Source: an optimization exercise on an open RTL-to-GDS flow (aim: small area, a short achievable clock period and few clock cycles per item). Production flows keep margins and buffers that such runs may drop. Function was checked by simulation only, so behaviour that the tests miss may differ from the original. No activity file was given, so power comes from the tool's default toggle rates.

## sliding_window_extremum_detector
module sliding_window_extremum_detector
(
  input  logic                           clk,
  input  logic                           rst,
  input  logic                           in_valid,
  output logic                           in_ready,
  input  logic                           kind,
  input  logic signed [swx_pkg::PRICE_BITS-1:0]   price,
  input  logic signed [swx_pkg::STAMP_BITS-1:0]   stamp,
  output logic                           out_valid,
  input  logic                           out_ready,
  output logic [swx_pkg::VERDICT_BITS-1:0]        verdict,
  output logic signed [swx_pkg::PRICE_BITS-1:0]   price_out,
  output logic signed [swx_pkg::STAMP_BITS-1:0]   stamp_out,
  input  logic                           cfg_we,
  input  logic [swx_pkg::HALF_BITS-1:0]           cfg_data
);
export LEC_CHECK = 0
export CAP_MARGIN = 20
export CORE_MARGIN = 2
export CORE_UTILIZATION = 45
export SETUP_SLACK_MARGIN = 2.6
export SLEW_MARGIN = 20
create_clock -name core_clock -period 5.0 [get_ports {clk}]
run.sh (not shown) runs the stock make flow with config.mk's settings and CLKGATE_MAP_FILE= SYNTH_SCRIPT=/design/flow/synth_recipe.tcl, a recipe that flattens the netlist after the stock synthesis.
The baseline completed with no timing, DRC or antenna violations.
Testbench counts at the start, summed over its fixed seeds: cycles 9,680, items 9,600.
Then changed:
==> flow/flow/run.sh (new file) <==
#!/bin/bash
set -o pipefail
export CTS_ARGS="-sink_clustering_enable -repair_clock_nets -dont_use_dummy_load"
bash standard.sh finish > standard.log 2>&1
==> flow/standard.sh (new file) <==
#!/bin/bash
# synth_recipe.tcl (not shown) runs the flow's synth.tcl, then flattens the netlist and writes it again
# the make line also repeats each setting of config.mk as NAME=value (left out here)
make -C /OpenROAD-flow-scripts/flow DESIGN_CONFIG=/design/flow/config.mk WORK_HOME=/design/flow/orfs CLKGATE_MAP_FILE= SYNTH_SCRIPT=/design/flow/synth_recipe.tcl "${@:-finish}"
- CORE_UTILIZATION: 45 -> 55
removed: flow/run.sh
Outcome: The new run finished clean; die area goes down by about a fifth; final cell count goes down by a few percent; worst setup slack improves by 78 ps; clock skew goes up by 25 ps.


build 86:
Another version of the RTL of sliding_window_extremum_detector (not shown whole).
Size: ~4200 cells after synthesis, roughly 210 I/O pins, about 0.060 sq mm of cells after synthesis.
## sliding_window_extremum_detector
module sliding_window_extremum_detector
(
  input  logic                           clk,
  input  logic                           rst,
  input  logic                           in_valid,
  output logic                           in_ready,
  input  logic                           kind,
  input  logic signed [swx_pkg::PRICE_BITS-1:0]   price,
  input  logic signed [swx_pkg::STAMP_BITS-1:0]   stamp,
  output logic                           out_valid,
  input  logic                           out_ready,
  output logic [swx_pkg::VERDICT_BITS-1:0]        verdict,
  output logic signed [swx_pkg::PRICE_BITS-1:0]   price_out,
  output logic signed [swx_pkg::STAMP_BITS-1:0]   stamp_out,
  input  logic                           cfg_we,
  input  logic [swx_pkg::HALF_BITS-1:0]           cfg_data
);
  localparam int PB    = swx_pkg::PRICE_BITS;
  localparam int NPAST = 2 * swx_pkg::MAX_HALF_WINDOW;    
  logic [swx_pkg::HALF_BITS-1:0] half_window;
  logic [swx_pkg::HALF_BITS-1:0] half_clamped;
  logic [PB-1:0]                 win [NPAST];     
  logic [NPAST:0]                count;
  logic [NPAST-1:0]              cap_mask;        
  logic [NPAST-1:0]              cap_clamped;     
  logic                          s1_valid;
  logic                          s1_fresh;        
  logic [swx_pkg::STAMP_BITS-1:0] s1_stamp;
  logic [swx_pkg::VERDICT_BITS-1:0] s1_kept;
  logic [NPAST-1:0]              cmp_hi_lower;
  logic [NPAST-1:0]              cmp_hi_equal;
  logic [NPAST-1:0]              cmp_lo_lower;
  logic [NPAST-1:0]              cmp_lo_equal;
  logic                          s1_move;
  logic                          s1_free;         
  logic                          s1_busy;         
  logic                          take;            
  logic                          s1_valid_n;
  logic                          out_valid_n;
  logic                          accept;
  logic                          tick;
  logic                          clear;
  ...
export LEC_CHECK = 0
export CAP_MARGIN = 20
export CORE_MARGIN = 2
export CORE_UTILIZATION = 55
export SETUP_SLACK_MARGIN = 2.6
export SLEW_MARGIN = 20
create_clock -name core_clock -period 5.0 [get_ports {clk}]
standard.sh (not shown) runs the stock make flow with config.mk's settings and CLKGATE_MAP_FILE= SYNTH_SCRIPT=/design/flow/synth_recipe.tcl, a recipe that flattens the netlist after the stock synthesis.
==> flow/flow/run.sh <==
#!/bin/bash
set -o pipefail
export CTS_ARGS="-sink_clustering_enable -repair_clock_nets -dont_use_dummy_load -sink_clustering_size 16 -sink_clustering_max_diameter 60 -root_buf sky130_fd_sc_hd__clkbuf_16 -sink_clustering_buffer sky130_fd_sc_hd__clkbuf_8 -buf_list {sky130_fd_sc_hd__clkbuf_8 sky130_fd_sc_hd__clkbuf_16}"
bash standard.sh finish > standard.log 2>&1
Testbench counts of build 86, summed over its fixed seeds: cycles 9,680, items 9,600.
diff inputs: build 86 => build 97
- putting PLACE_DENSITY at 0.7 where nothing was set
==> flow/flow/run.sh <==
#!/bin/bash
set -o pipefail
export CTS_ARGS="-sink_clustering_enable -repair_clock_nets -dont_use_dummy_load -root_buf sky130_fd_sc_hd__clkbuf_16 -sink_clustering_buffer sky130_fd_sc_hd__clkbuf_8 -buf_list {sky130_fd_sc_hd__clkbuf_8 sky130_fd_sc_hd__clkbuf_16}"
bash standard.sh finish > standard.log 2>&1
[summary]
Build 97 gives less number of non-clock inverters in the layout than build 86 did.
First-iteration DRC count ended up about 5% higher on build 97 than on build 86.
Area overhead of the layout relative to synthesis: build 97 vs build 86 up 1.3 points
Build 97 has number of clock buffers in the layout above what build 86 had.
Input changes introduced in build 71 (baseline for comparison: build 97):
- putting ABC_CLOCK_PERIOD_IN_PS at 2400 where nothing was set
- clearing PLACE_DENSITY, which used to be 0.7
==> flow/run.sh (new file) <==
#!/bin/bash
# synth_recipe.tcl (not shown) runs the flow's synth.tcl, then flattens the netlist and writes it again
# the make line also repeats each setting of config.mk as NAME=value (left out here)
make -C /OpenROAD-flow-scripts/flow DESIGN_CONFIG=/design/flow/config.mk WORK_HOME=/design/flow/orfs CLKGATE_MAP_FILE= SYNTH_SCRIPT=/design/flow/synth_recipe.tcl finish
removed: flow/flow/run.sh
removed: flow/standard.sh
Notes after the runs:
Build 71 vs. build 97: part of the total power dissipated in combinational logic went down 1.0 points; met1 layer wirelength in the final routing went up 2.7%; data required time at the worst endpoint went down 1.34 ns; static power due to leakage went up about 2.5%; routing usage on met2 held. Build 71 reports its kind of critical path as input pin to primary output while build 97 reports input pin to register. As far as number of clock sinks seen by CTS goes, build 71 and build 97 are indistinguishable; the numbers are identical.

-- port drivers added, routing unchanged --
Ports are ideal in the flow. The routed layouts listed here were re-timed in OpenROAD.
Step 1 (the two cells are an assumption about what drives the block):
set clk [get_ports {clk}]
set_driving_cell -lib_cell sky130_fd_sc_hd__clkbuf_16 $clk
set_driving_cell -lib_cell sky130_fd_sc_hd__buf_2 [delete_from_list [all_inputs] $clk]
Step 2 adds t to the input delays and takes it off the output delays; t is the mean of the earliest and latest rising clock arrival at the registers after step 1. Input paths then give back, and output paths get back, about the clock's delay inside the block.
a / b / c = ideal / step 1 / step 2; a / b = the first two.
| run | t (ns) | slack for setup (ns) | worst hold slack (ns) | worst register clock-pin slew, ns | cell pins on the clock port's net |
|---|---|---|---|---|---|
| the first run of note 1 | 0.841 | 2.451 / 2.438 / 1.764 | 0.415 / 0.384 / 0.415 | 0.06 / 0.06 | 1 |
| the second run of note 1 | 0.794 | 2.528 / 2.515 / 1.833 | 0.411 / 0.411 / 0.411 | 0.06 / 0.06 | 1 |
| build 86 | 0.725 | 2.538 / 2.513 / 1.954 | 0.394 / 0.394 / 0.394 | 0.10 / 0.10 | 1 |
| build 97 | 0.791 | 2.495 / 2.475 / 1.690 | 0.405 / 0.405 / 0.405 | 0.06 / 0.06 | 1 |
| build 71 | 0.800 | 2.548 / 2.499 / 1.828 | 0.410 / 0.410 / 0.410 | 0.06 / 0.06 | 1 |
After both steps every run listed still meets setup and hold. The setup slack of build 97, which loses most, moves by -0.020 ns with the drivers and by -0.805 ns with both steps.
